What follows belongs to an exercise in optimizing a design on an open flow for small area, a short achievable clock period and few clock cycles per item; a production flow would make more cautious choices. In this exercise RTL edits were held to simulation tests only and were not proved equivalent to the original.

==> design/flow/design.v <==
package wvb_pkg;
  typedef struct packed {
    logic [15:0] ct_ref;
    logic [15:0] aff_ref;
    logic [15:0] ct_tar;
    logic [15:0] aff_tar;
  } in_t;
  typedef struct packed {
    logic [15:0] blend_value;
    logic [7:0]  red;
    logic [7:0]  green;
    logic [7:0]  blue;
  } out_t;
  localparam logic [15:0] SAT_CENTER_RESET = 16'd12000;
endpackage
module wvb_sat_rom (
  input  logic [7:0]  idx,
  output logic [15:0] sat
);
  always_comb begin
    sat = 16'h0000;
    case (idx)
      8'd0: sat = 16'h0003;
      8'd1: sat = 16'h0003;
      8'd2: sat = 16'h0004;
      8'd3: sat = 16'h0004;
      8'd4: sat = 16'h0004;
      8'd5: sat = 16'h0005;
      8'd6: sat = 16'h0005;
      8'd7: sat = 16'h0006;
      8'd8: sat = 16'h0006;
      8'd9: sat = 16'h0007;
      8'd10: sat = 16'h0007;
      8'd11: sat = 16'h0008;
      8'd12: sat = 16'h0009;
      8'd13: sat = 16'h0009;
      8'd14: sat = 16'h000a;
      8'd15: sat = 16'h000b;
      8'd16: sat = 16'h000c;
      8'd17: sat = 16'h000d;
      8'd18: sat = 16'h000e;
      8'd19: sat = 16'h000f;
      8'd20: sat = 16'h0011;
      8'd21: sat = 16'h0012;
      8'd22: sat = 16'h0013;
      8'd23: sat = 16'h0015;
      8'd24: sat = 16'h0017;
      8'd25: sat = 16'h0018;
      8'd26: sat = 16'h001a;
      8'd27: sat = 16'h001d;
      8'd28: sat = 16'h001f;
      8'd29: sat = 16'h0021;
      8'd30: sat = 16'h0024;
      8'd31: sat = 16'h0027;
      8'd32: sat = 16'h002a;
      8'd33: sat = 16'h002e;
      8'd34: sat = 16'h0031;
      8'd35: sat = 16'h0035;
      8'd36: sat = 16'h003a;
      8'd37: sat = 16'h003e;
      8'd38: sat = 16'h0043;
      8'd39: sat = 16'h0049;
      8'd40: sat = 16'h004e;
      8'd41: sat = 16'h0055;
      8'd42: sat = 16'h005c;
      8'd43: sat = 16'h0063;
      8'd44: sat = 16'h006b;
      8'd45: sat = 16'h0073;
      8'd46: sat = 16'h007d;
      8'd47: sat = 16'h0087;
      8'd48: sat = 16'h0091;
      8'd49: sat = 16'h009d;
      8'd50: sat = 16'h00a9;
      8'd51: sat = 16'h00b7;
      8'd52: sat = 16'h00c6;
      8'd53: sat = 16'h00d5;
      8'd54: sat = 16'h00e6;
      8'd55: sat = 16'h00f9;
      8'd56: sat = 16'h010d;
      8'd57: sat = 16'h0122;
      8'd58: sat = 16'h0139;
      8'd59: sat = 16'h0152;
      8'd60: sat = 16'h016d;
      8'd61: sat = 16'h018a;
      8'd62: sat = 16'h01a9;
      8'd63: sat = 16'h01cb;
      8'd64: sat = 16'h01ef;
      8'd65: sat = 16'h0216;
      8'd66: sat = 16'h0241;
      8'd67: sat = 16'h026e;
      8'd68: sat = 16'h02a0;
      8'd69: sat = 16'h02d5;
      8'd70: sat = 16'h030e;
      8'd71: sat = 16'h034c;
      8'd72: sat = 16'h038e;
      8'd73: sat = 16'h03d6;
      8'd74: sat = 16'h0423;
      8'd75: sat = 16'h0476;
      8'd76: sat = 16'h04cf;
      8'd77: sat = 16'h0530;
      8'd78: sat = 16'h0597;
      8'd79: sat = 16'h0607;
      8'd80: sat = 16'h067f;
      8'd81: sat = 16'h0700;
      8'd82: sat = 16'h078b;
      8'd83: sat = 16'h0820;
      8'd84: sat = 16'h08c1;
      8'd85: sat = 16'h096d;
      8'd86: sat = 16'h0a26;
      8'd87: sat = 16'h0aed;
      8'd88: sat = 16'h0bc2;
      8'd89: sat = 16'h0ca6;
      8'd90: sat = 16'h0d9b;
      8'd91: sat = 16'h0ea1;
      8'd92: sat = 16'h0fba;
      8'd93: sat = 16'h10e6;
      8'd94: sat = 16'h1227;
      8'd95: sat = 16'h137d;
      8'd96: sat = 16'h14eb;
      8'd97: sat = 16'h1671;
      8'd98: sat = 16'h1811;
      8'd99: sat = 16'h19cb;
      8'd100: sat = 16'h1ba1;
      8'd101: sat = 16'h1d95;
      8'd102: sat = 16'h1fa6;
      8'd103: sat = 16'h21d8;
      8'd104: sat = 16'h242a;
      8'd105: sat = 16'h269d;
      8'd106: sat = 16'h2933;
      8'd107: sat = 16'h2bed;
      8'd108: sat = 16'h2eca;
      8'd109: sat = 16'h31cd;
      8'd110: sat = 16'h34f4;
      8'd111: sat = 16'h3840;
      8'd112: sat = 16'h3bb2;
      8'd113: sat = 16'h3f48;
      8'd114: sat = 16'h4303;
      8'd115: sat = 16'h46e1;
      8'd116: sat = 16'h4ae2;
      8'd117: sat = 16'h4f04;
      8'd118: sat = 16'h5345;
      8'd119: sat = 16'h57a4;
      8'd120: sat = 16'h5c1f;
      8'd121: sat = 16'h60b2;
      8'd122: sat = 16'h655c;
      8'd123: sat = 16'h6a19;
      8'd124: sat = 16'h6ee6;
      8'd125: sat = 16'h73bf;
      8'd126: sat = 16'h78a2;
      8'd127: sat = 16'h7d8a;
      8'd128: sat = 16'h8275;
      8'd129: sat = 16'h875d;
      8'd130: sat = 16'h8c40;
      8'd131: sat = 16'h9119;
      8'd132: sat = 16'h95e6;
      8'd133: sat = 16'h9aa3;
      8'd134: sat = 16'h9f4d;
      8'd135: sat = 16'ha3e0;
      8'd136: sat = 16'ha85b;
      8'd137: sat = 16'hacba;
      8'd138: sat = 16'hb0fb;
      8'd139: sat = 16'hb51d;
      8'd140: sat = 16'hb91e;
      8'd141: sat = 16'hbcfc;
      8'd142: sat = 16'hc0b7;
      8'd143: sat = 16'hc44d;
      8'd144: sat = 16'hc7bf;
      8'd145: sat = 16'hcb0b;
      8'd146: sat = 16'hce32;
      8'd147: sat = 16'hd135;
      8'd148: sat = 16'hd412;
      8'd149: sat = 16'hd6cc;
      8'd150: sat = 16'hd962;
      8'd151: sat = 16'hdbd5;
      8'd152: sat = 16'hde27;
      8'd153: sat = 16'he059;
      8'd154: sat = 16'he26a;
      8'd155: sat = 16'he45e;
      8'd156: sat = 16'he634;
      8'd157: sat = 16'he7ee;
      8'd158: sat = 16'he98e;
      8'd159: sat = 16'heb14;
      8'd160: sat = 16'hec82;
      8'd161: sat = 16'hedd8;
      8'd162: sat = 16'hef19;
      8'd163: sat = 16'hf045;
      8'd164: sat = 16'hf15e;
      8'd165: sat = 16'hf264;
      8'd166: sat = 16'hf359;
      8'd167: sat = 16'hf43d;
      8'd168: sat = 16'hf512;
      8'd169: sat = 16'hf5d9;
      8'd170: sat = 16'hf692;
      8'd171: sat = 16'hf73e;
      8'd172: sat = 16'hf7df;
      8'd173: sat = 16'hf874;
      8'd174: sat = 16'hf8ff;
      8'd175: sat = 16'hf980;
      8'd176: sat = 16'hf9f8;
      8'd177: sat = 16'hfa68;
      8'd178: sat = 16'hfacf;
      8'd179: sat = 16'hfb30;
      8'd180: sat = 16'hfb89;
      8'd181: sat = 16'hfbdc;
      8'd182: sat = 16'hfc29;
      8'd183: sat = 16'hfc71;
      8'd184: sat = 16'hfcb3;
      8'd185: sat = 16'hfcf1;
      8'd186: sat = 16'hfd2a;
      8'd187: sat = 16'hfd5f;
      8'd188: sat = 16'hfd91;
      8'd189: sat = 16'hfdbe;
      8'd190: sat = 16'hfde9;
      8'd191: sat = 16'hfe10;
      8'd192: sat = 16'hfe34;
      8'd193: sat = 16'hfe56;
      8'd194: sat = 16'hfe75;
      8'd195: sat = 16'hfe92;
      8'd196: sat = 16'hfead;
      8'd197: sat = 16'hfec6;
      8'd198: sat = 16'hfedd;
      8'd199: sat = 16'hfef2;
      8'd200: sat = 16'hff06;
      8'd201: sat = 16'hff19;
      8'd202: sat = 16'hff2a;
      8'd203: sat = 16'hff39;
      8'd204: sat = 16'hff48;
      8'd205: sat = 16'hff56;
      8'd206: sat = 16'hff62;
      8'd207: sat = 16'hff6e;
      8'd208: sat = 16'hff78;
      8'd209: sat = 16'hff82;
      8'd210: sat = 16'hff8c;
      8'd211: sat = 16'hff94;
      8'd212: sat = 16'hff9c;
      8'd213: sat = 16'hffa3;
      8'd214: sat = 16'hffaa;
      8'd215: sat = 16'hffb1;
      8'd216: sat = 16'hffb6;
      8'd217: sat = 16'hffbc;
      8'd218: sat = 16'hffc1;
      8'd219: sat = 16'hffc5;
      8'd220: sat = 16'hffca;
      8'd221: sat = 16'hffce;
      8'd222: sat = 16'hffd1;
      8'd223: sat = 16'hffd5;
      8'd224: sat = 16'hffd8;
      8'd225: sat = 16'hffdb;
      8'd226: sat = 16'hffde;
      8'd227: sat = 16'hffe0;
      8'd228: sat = 16'hffe2;
      8'd229: sat = 16'hffe5;
      8'd230: sat = 16'hffe7;
      8'd231: sat = 16'hffe8;
      8'd232: sat = 16'hffea;
      8'd233: sat = 16'hffec;
      8'd234: sat = 16'hffed;
      8'd235: sat = 16'hffee;
      8'd236: sat = 16'hfff0;
      8'd237: sat = 16'hfff1;
      8'd238: sat = 16'hfff2;
      8'd239: sat = 16'hfff3;
      8'd240: sat = 16'hfff4;
      8'd241: sat = 16'hfff5;
      8'd242: sat = 16'hfff6;
      8'd243: sat = 16'hfff6;
      8'd244: sat = 16'hfff7;
      8'd245: sat = 16'hfff8;
      8'd246: sat = 16'hfff8;
      8'd247: sat = 16'hfff9;
      8'd248: sat = 16'hfff9;
      8'd249: sat = 16'hfffa;
      8'd250: sat = 16'hfffa;
      8'd251: sat = 16'hfffb;
      8'd252: sat = 16'hfffb;
      8'd253: sat = 16'hfffb;
      8'd254: sat = 16'hfffc;
      8'd255: sat = 16'hfffc;
    endcase
  end
endmodule
module weighted_volume_blend_colormap_unit #(
  parameter int SAT_TABLE_BITS = 8,   
  parameter int FRAC_BITS      = 16   
) (
  input  logic          clk,
  input  logic          rst,
  input  logic          in_valid,
  output logic          in_stall,
  input  wvb_pkg::in_t  in_data,
  output logic          out_valid,
  input  logic          out_stall,
  output wvb_pkg::out_t out_data,
  input  logic          cfg_valid,
  output logic          cfg_ready,
  input  logic [15:0]   cfg_data
);
  localparam int HQ        = FRAC_BITS + 3;
  localparam int NSTEP     = (HQ > 16) ? HQ : 16;
  localparam int BOFF      = NSTEP - 16;
  localparam int HOFF      = NSTEP - HQ;
  localparam logic [FRAC_BITS:0] ONE = {1'b1, {FRAC_BITS{1'b0}}};
  localparam logic [2:0] SEC_RED_YEL = 3'd0;
  localparam logic [2:0] SEC_YEL_GRN = 3'd1;
  localparam logic [2:0] SEC_GRN_CYN = 3'd2;
  localparam logic [2:0] SEC_CYN_BLU = 3'd3;
  localparam logic [2:0] SEC_BLU_MAG = 3'd4;
  function automatic logic [7:0] to_chan(input logic [FRAC_BITS:0] c);
    logic [FRAC_BITS+8:0] t;
    t = {c, 8'd0} - {8'd0, c};
    to_chan = t[FRAC_BITS+7:FRAC_BITS];
  endfunction
  logic        adv;
  logic [15:0] sat_center;
  assign adv       = !out_valid || !out_stall;
  assign in_stall  = !adv;
  assign cfg_ready = 1'b1;
  always_ff @(posedge clk) begin
    if (rst) begin
      sat_center <= wvb_pkg::SAT_CENTER_RESET;
    end else if (cfg_valid) begin
      sat_center <= cfg_data;
    end
  end
  logic [15:0] w_ref, w_tar;
  logic [16:0] s_w;
  logic [18:0] d2b;
  logic        v1;
  logic [31:0] p_ref1, p_tar1;
  logic [16:0] s_w1;
  logic [15:0] w_tar1;
  logic [SAT_TABLE_BITS-1:0] idx1;
  assign w_ref = 16'hFFFF - in_data.aff_ref;
  assign w_tar = 16'hFFFF - in_data.aff_tar;
  assign s_w   = {1'b0, w_ref} + {1'b0, w_tar};
  assign d2b   = {2'b00, s_w} + 19'd131072 - {2'b00, sat_center, 1'b0};
  always_ff @(posedge clk) begin
    if (rst) begin
      v1 <= 1'b0;
    end else if (adv) begin
      v1 <= in_valid;
    end
  end
  always_ff @(posedge clk) begin
    if (adv) begin
      p_ref1 <= w_ref * in_data.ct_ref;
      p_tar1 <= w_tar * in_data.ct_tar;
      s_w1   <= s_w;
      w_tar1 <= w_tar;
      idx1   <= d2b[17 -: SAT_TABLE_BITS];
    end
  end
  logic                 dv_v    [NSTEP+1];
  logic [16:0]          dv_s    [NSTEP+1];
  logic                 dv_zero [NSTEP+1];
  logic [FRAC_BITS-1:0] dv_sat  [NSTEP+1];
  logic [16:0]          dv_rb   [NSTEP+1];
  logic [15:0]          dv_qb   [NSTEP+1];
  logic [16:0]          dv_rh   [NSTEP+1];
  logic [HQ-1:0]        dv_qh   [NSTEP+1];
  logic [32:0]          num;
  logic [15:0]          sat_rd;
  assign num = {1'b0, p_ref1} + {1'b0, p_tar1};
  wvb_sat_rom u_sat (
    .idx(idx1),
    .sat(sat_rd)
  );
  always_ff @(posedge clk) begin
    if (rst) begin
      dv_v[0] <= 1'b0;
    end else if (adv) begin
      dv_v[0] <= v1;
    end
  end
  always_ff @(posedge clk) begin
    if (adv) begin
      dv_s[0]    <= s_w1;
      dv_zero[0] <= (s_w1 == 17'd0);
      dv_sat[0]  <= sat_rd;
      dv_rb[0]   <= num[32:16];
      dv_qb[0]   <= num[15:0];
      dv_rh[0]   <= {2'b00, w_tar1[15:1]};
      dv_qh[0]   <= {w_tar1[0], {(HQ-1){1'b0}}};
    end
  end
  for (genvar k = 0; k < NSTEP; k++) begin : g_div
    logic [17:0] tb, th;
    logic        geb, geh;
    logic [17:0] rb_sub, rh_sub;
    assign tb     = {dv_rb[k], dv_qb[k][15]};
    assign th     = {dv_rh[k], dv_qh[k][HQ-1]};
    assign geb    = tb >= {1'b0, dv_s[k]};
    assign geh    = th >= {1'b0, dv_s[k]};
    assign rb_sub = geb ? tb - {1'b0, dv_s[k]} : tb;
    assign rh_sub = geh ? th - {1'b0, dv_s[k]} : th;
    always_ff @(posedge clk) begin
      if (rst) begin
        dv_v[k+1] <= 1'b0;
      end else if (adv) begin
        dv_v[k+1] <= dv_v[k];
      end
    end
    always_ff @(posedge clk) begin
      if (adv) begin
        dv_s[k+1]    <= dv_s[k];
        dv_zero[k+1] <= dv_zero[k];
        dv_sat[k+1]  <= dv_sat[k];
        if (k >= BOFF) begin
          dv_rb[k+1] <= rb_sub[16:0];
          dv_qb[k+1] <= {dv_qb[k][14:0], geb};
        end else begin
          dv_rb[k+1] <= dv_rb[k];
          dv_qb[k+1] <= dv_qb[k];
        end
        if (k >= HOFF) begin
          dv_rh[k+1] <= rh_sub[16:0];
          dv_qh[k+1] <= {dv_qh[k][HQ-2:0], geh};
        end else begin
          dv_rh[k+1] <= dv_rh[k];
          dv_qh[k+1] <= dv_qh[k];
        end
      end
    end
  end
  logic [HQ-1:0]        h6;
  logic [2:0]           sec;
  logic [FRAC_BITS-1:0] fr;
  logic [FRAC_BITS:0]   mx;
  logic [2*FRAC_BITS:0] prod;
  logic                 c_v;
  logic [2:0]           c_sec;
  logic [FRAC_BITS-1:0] c_sat;
  logic [FRAC_BITS-1:0] c_prod;
  logic [15:0]          c_blend;
  assign h6  = dv_zero[NSTEP] ? '0 : dv_qh[NSTEP];
  assign sec = h6[HQ-1:FRAC_BITS];
  assign fr  = h6[FRAC_BITS-1:0];
  always_comb begin
    unique case (sec)
      SEC_YEL_GRN, SEC_CYN_BLU: mx = {1'b0, fr};
      default:                  mx = ONE - {1'b0, fr};
    endcase
  end
  assign prod = dv_sat[NSTEP] * mx;
  always_ff @(posedge clk) begin
    if (rst) begin
      c_v <= 1'b0;
    end else if (adv) begin
      c_v <= dv_v[NSTEP];
    end
  end
  always_ff @(posedge clk) begin
    if (adv) begin
      c_sec   <= sec;
      c_sat   <= dv_sat[NSTEP];
      c_prod  <= prod[2*FRAC_BITS-1:FRAC_BITS];
      c_blend <= dv_zero[NSTEP] ? 16'd0 : dv_qb[NSTEP];
    end
  end
  logic [FRAC_BITS:0] mv, sv, rc, gc, bc;
  assign mv = ONE - {1'b0, c_prod};
  assign sv = ONE - {1'b0, c_sat};
  always_comb begin
    rc = ONE;
    gc = ONE;
    bc = ONE;
    unique case (c_sec)
      SEC_YEL_GRN: begin
        rc = mv;
        bc = sv;
      end
      SEC_GRN_CYN: begin
        rc = sv;
        bc = mv;
      end
      SEC_CYN_BLU: begin
        rc = sv;
        gc = mv;
      end
      SEC_BLU_MAG: begin
        rc = mv;
        gc = sv;
      end
      default: begin
        gc = mv;
        bc = sv;
      end
    endcase
  end
  always_ff @(posedge clk) begin
    if (rst) begin
      out_valid <= 1'b0;
    end else if (adv) begin
      out_valid <= c_v;
    end
  end
  always_ff @(posedge clk) begin
    if (adv) begin
      out_data.blend_value <= c_blend;
      out_data.red         <= to_chan(rc);
      out_data.green       <= to_chan(gc);
      out_data.blue        <= to_chan(bc);
    end
  end
endmodule
module wvb_colormap_top (
  input  logic        clk,
  input  logic        rst,
  input  logic        in_valid,
  output logic        in_stall,
  input  logic [15:0] in_ct_ref,
  input  logic [15:0] in_aff_ref,
  input  logic [15:0] in_ct_tar,
  input  logic [15:0] in_aff_tar,
  output logic        out_valid,
  input  logic        out_stall,
  output logic [15:0] out_blend,
  output logic [7:0]  out_red,
  output logic [7:0]  out_green,
  output logic [7:0]  out_blue,
  input  logic        cfg_valid,
  output logic        cfg_ready,
  input  logic [15:0] cfg_data
);
  wvb_pkg::in_t  in_data;
  wvb_pkg::out_t out_data;
  assign in_data.ct_ref  = in_ct_ref;
  assign in_data.aff_ref = in_aff_ref;
  assign in_data.ct_tar  = in_ct_tar;
  assign in_data.aff_tar = in_aff_tar;
  assign out_blend = out_data.blend_value;
  assign out_red   = out_data.red;
  assign out_green = out_data.green;
  assign out_blue  = out_data.blue;
  weighted_volume_blend_colormap_unit u_unit (
    .clk      (clk),
    .rst      (rst),
    .in_valid (in_valid),
    .in_stall (in_stall),
    .in_data  (in_data),
    .out_valid(out_valid),
    .out_stall(out_stall),
    .out_data (out_data),
    .cfg_valid(cfg_valid),
    .cfg_ready(cfg_ready),
    .cfg_data (cfg_data)
  );
endmodule
==> design/flow/run.sh <==
#!/bin/bash
# synth_recipe.tcl (not shown) runs the flow's synth.tcl, then flattens the netlist and writes it again
# the make line also repeats each setting of config.mk as NAME=value (left out here)
make -C /OpenROAD-flow-scripts/flow DESIGN_CONFIG=/design/flow/config.mk WORK_HOME=/design/flow/orfs CLKGATE_MAP_FILE= SYNTH_SCRIPT=/design/flow/synth_recipe.tcl finish
==> design/flow/config.mk <==
export PLATFORM = sky130hd
export DESIGN_NAME = wvb_colormap_top
export DESIGN_NICKNAME = wvb_colormap_top
export VERILOG_FILES = /design/flow/design.v
export SDC_FILE = /design/flow/constraint.sdc
export NUM_CORES = 4
export LEC_CHECK = 0
export CAP_MARGIN = 20
export CORE_MARGIN = 2
export CORE_UTILIZATION = 40
export PLACE_DENSITY = 0.6
export SLEW_MARGIN = 20
==> design/flow/constraint.sdc <==
create_clock -name core_clock -period 8.0 [get_ports {clk}]
set_input_delay 1.6000 -clock core_clock [delete_from_list [all_inputs] [get_ports {clk}]]
set_output_delay 1.6000 -clock core_clock [all_outputs]
set_load 0.01 [all_outputs]
==> run summary <==
[sequential cells by signal, summed over array words and instances, names as in the netlist]
register           flops
u_unit.out_valid       1
u_unit.dv_rh         321
u_unit.dv_rb         323
u_unit.dv_qb         320
u_unit.dv_s          323
u_unit.idx1            8
u_unit.dv_v           20
u_unit.c_sec           3
u_unit.v1              1
u_unit.p_tar1         32
u_unit.c_sat          16
u_unit.sat_center     16
u_unit.dv_zero        20
u_unit.dv_qh         191
u_unit.s_w1           17
u_unit.out_data       40
u_unit.c_blend        16
u_unit.p_ref1         32
u_unit.w_tar1         16
u_unit.c_prod         16
u_unit.c_v             1
u_unit.dv_sat        320
[cell type report]
| class | instances | area (um2) |
|---|---|---|
| fill | 28853 | 174000 |
| sequential | 2053 | 61300 |
| multi-input combinational | 7349 | 61000 |
| clock buffer | 272 | 5910 |
| tap | 4180 | 5230 |
| inverter | 1283 | 4820 |
| timing repair buffer | 506 | 4300 |
| clock inverter | 137 | 1380 |
| antenna | 3 | 7.51 |
[logic make-up after synthesis]
| kind of cell | Yosys count |
|---|---|
| and+or+nand+nor | 2659 |
| DFF | 2053 |
| AOI/OAI and AO/OA | 2024 |
| adders and majority gates | 1650 |
| buffers and inverters | 1556 |
| xor gates and xnor gates | 591 |
| muxes | 424 |
| other | 1 |
[repair_timing]
item,in CTS,in global routing
endpoints found under the hold margin,0,0
buffers inserted,0,4
gates resized for setup,3,10
endpoints found under the setup margin,8,9
pin swaps,0,2
cloned,0,0
[layer usage]
layer / vias up / wire length (um) / part of all wire [%]
li1: 39682 / - / -
met1: 41089 / 151000 / 46
met2: 2002 / 152000 / 46
met3: 470 / 15000 / 4.6
met4: 0 / 8920 / 2.7
met5: - / 0 / 0
[cell usage after synthesis (122+ instances only)]
cell type	number	area, um2
nor2b_1	344	2150
nand2_1	1028	3860
a21o_1	223	1670
mux2_2	348	3920
o21ai_0	501	2510
xor2_1	208	1820
nor3_1	180	901
ha_1	1021	12800
a21oi_1	543	2720
and2_1	149	932
xnor2_1	383	3350
nand3_1	122	611
nor2_1	444	1670
edfxtp_1	2014	60500
inv_1	1277	4790
fa_1	629	12600
clkbuf_1	214	803
[worst max-delay path, delay by kind of cell (launching register included)]
| family | cells | cell delay [ns] |
|---|---|---|
| fa+ha+maj | 7 | 3.34 |
| flops | 1 | 0.45 |
| xor+xnor | 2 | 0.59 |
| simple gates | 5 | 0.86 |
| compound gates | 9 | 1.56 |
| buf+inv | 5 | 0.63 |
[worst min path at each step]
stage                        startpoint                    to  slack (ns)  cells after the start
finish               u_unit.dv_s[12][8]    u_unit.dv_s[13][8]        0.35                      0
global route         u_unit.dv_s[12][8]    u_unit.dv_s[13][8]        0.37                      0
CTS                  u_unit.dv_s[12][8]    u_unit.dv_s[13][8]        0.34                      0
detailed placement  u_unit.dv_qb[9][10]  u_unit.dv_qb[10][11]        0.40                      0
global placement    u_unit.dv_sat[5][8]   u_unit.dv_sat[6][8]        0.40                      0
floorplan            u_unit.dv_qb[9][9]  u_unit.dv_qb[10][10]        0.40                      0
[metrics by stage]
step                util [%]  worst slack [ns]  TNS [ns]  hold slack [ns]
floorplan                  -             0.250         0            0.400
global placement        42.9            -0.359     -3.20            0.400
detailed placement      42.9            -0.362     -3.50            0.405
CTS                     45.2            0.0789         0            0.341
global route            45.2           -0.0473    -0.108            0.373
finish                  45.2             0.263         0            0.355
==> flow_summary.yaml <==
outcome:
  status: "complete, no violations"
sta:
  worst_pin_slew_ns: 1.05
  period_share_pct: 96.7
  fin_skew_ns: 0.104
  min_period_ns: 7.74
  finalSetupViolations: 0
  finalMaxSlewViolations: 0
  hold_violations: 0
  slew_headroom_pct: 30.3
  max_freq_ghz: 0.129
logic_synthesis:
  syn-num-nets: 12693
  synth_top_flop_cell: "edfxtp_1"
  synth_cell_types: 93
  synth_fa_ha_area_share_pct: 19.8
  synth_area_per_cell_um2: 11.7
  ys_warn_count: 10
  syn-instance-count: 10958
  ys_ff_latch: 2053
  synthArstFlopShare_pct: 0
  synth_compound_area_share_pct: 10.0
  synth_seq_area_share_pct: 47.8
  syn-cell-area_mm2: 0.128
  synth-simple-area-share_pct: 9.92
  synth_edf_count: 2014
  synthMuxAreaShare_pct: 3.72
  synth_xor_xnor_area_share_pct: 4.04
  synth_top_family_by_area: "adder cells"
cells_and_area:
  nNetsFinal: 13153
  final_cell_count_no_fill: 15783
  drive_gt1_share_pct: 10.0
  final_cell_mix: "edfxtp_1, inv_1, nand2_1"
  final_common_cell: "edfxtp_1"
  syn_to_final_growth_pct: 12.4
  design_area_mm2: 0.144
worst_setup_path:
  reg2reg_to: "u_unit.c_prod[14]"
  cp.required_ns: 8.66
  slowest_delay_ns: 0.55
  crit_end: "u_unit.c_prod[14]"
  reg2reg_from: "u_unit.dv_qh[19][3]"
  rr_worst_depth: 28
  crit_path_start_kind: "flop"
  cp_common_cell: "fa_1"
  startpoint: "u_unit.dv_qh[19][3]"
  endpoint_kind: "flop"
  crit_path_top_delay_cell: "fa_1"
  crit_arrival_ns: 8.40
  ff2ff_setup_slack_ns: 0.26
  critical_path_class: "flop to flop"
  cp_max_fo: 15
global_routing:
  grt_overflow: 0
  use_met3_pct: 2.43
  grt_pass1_wl_um: 504000
  busiest_layer: "met2"
  grt_max_degree: 186
  grt_usage_pct: 19.9
  use_met2_pct: 32.9
  antenna_found_initial: 5
  grt_pass1_vias: 85172
  use_met1_pct: 27.7
cts:
  clockRootBuffer: "clkbuf_16"
  clockBufferDepth: 4
  cts.sinks: 2053
  hold_buffers: 0
  cts_tree: "done"
  clock_latency_ns: 0.93
  cts-htree-levels: 4
  clk_pin_slew_worst_paths_ns: 0.06
  numCtsBuffers: 225
run:
  maxCapViolations: 0
floorplan:
  pin_count: 128
  rows: 207
  coreArea_mm2: 0.318
  dieArea_mm2: 0.325
  start_util_pct: 40.2
  fp.dieH_um: 570
  fp.dieW_um: 570
place:
  post-dp-hpwl_um: 253000
  place.gp.congestion: 0.917
  port_buffers: 126
  dpl_cell_area_mm2: 0.137
  dp_cells: 15367
routing:
  drc_errors: 0
  dr.pass1.iters: 6
  viasPerCell: 5.27
  routed_wirelength_um: 327000
  drtAntennaViolNets: 0
  vias: 83243
  drtIter0Drc: 6075
  wire_per_inst_um: 20.7
worst_hold_path:
  worstHoldPathType: "flop to flop"
Testbench counts, summed over its fixed seeds: cycles 12,184, items 12,000.

[separate check: timing with driven ports]
In the flow no input, the clock included, has a driving cell. The finished layout below was timed again as built, in two steps.
Step 1: set_driving_cell puts a clkbuf_16 on clk and a buf_2 on each other input, an assumption about the parent block.
Step 2, shift: input delay + t, output delay - t, t = (earliest + latest rising clock arrival at the registers) / 2. This alone moves slack from input paths to output paths.
Three values: no drivers, after step 1, after step 2; two values: the first two.
t (ns): 0.978
slack for setup (ns): 0.263 / 0.263 / -0.379
worst setup path after step 2: input to register
slew at the worst register clock pin (ns): 0.07 / 0.07
cell pins on the clock port's net: 1
With both steps, setup timing fails in this run, where it was met with ideal ports. The setup slack of this run moves by 0.000 ns with the drivers and by -0.642 ns with both steps.
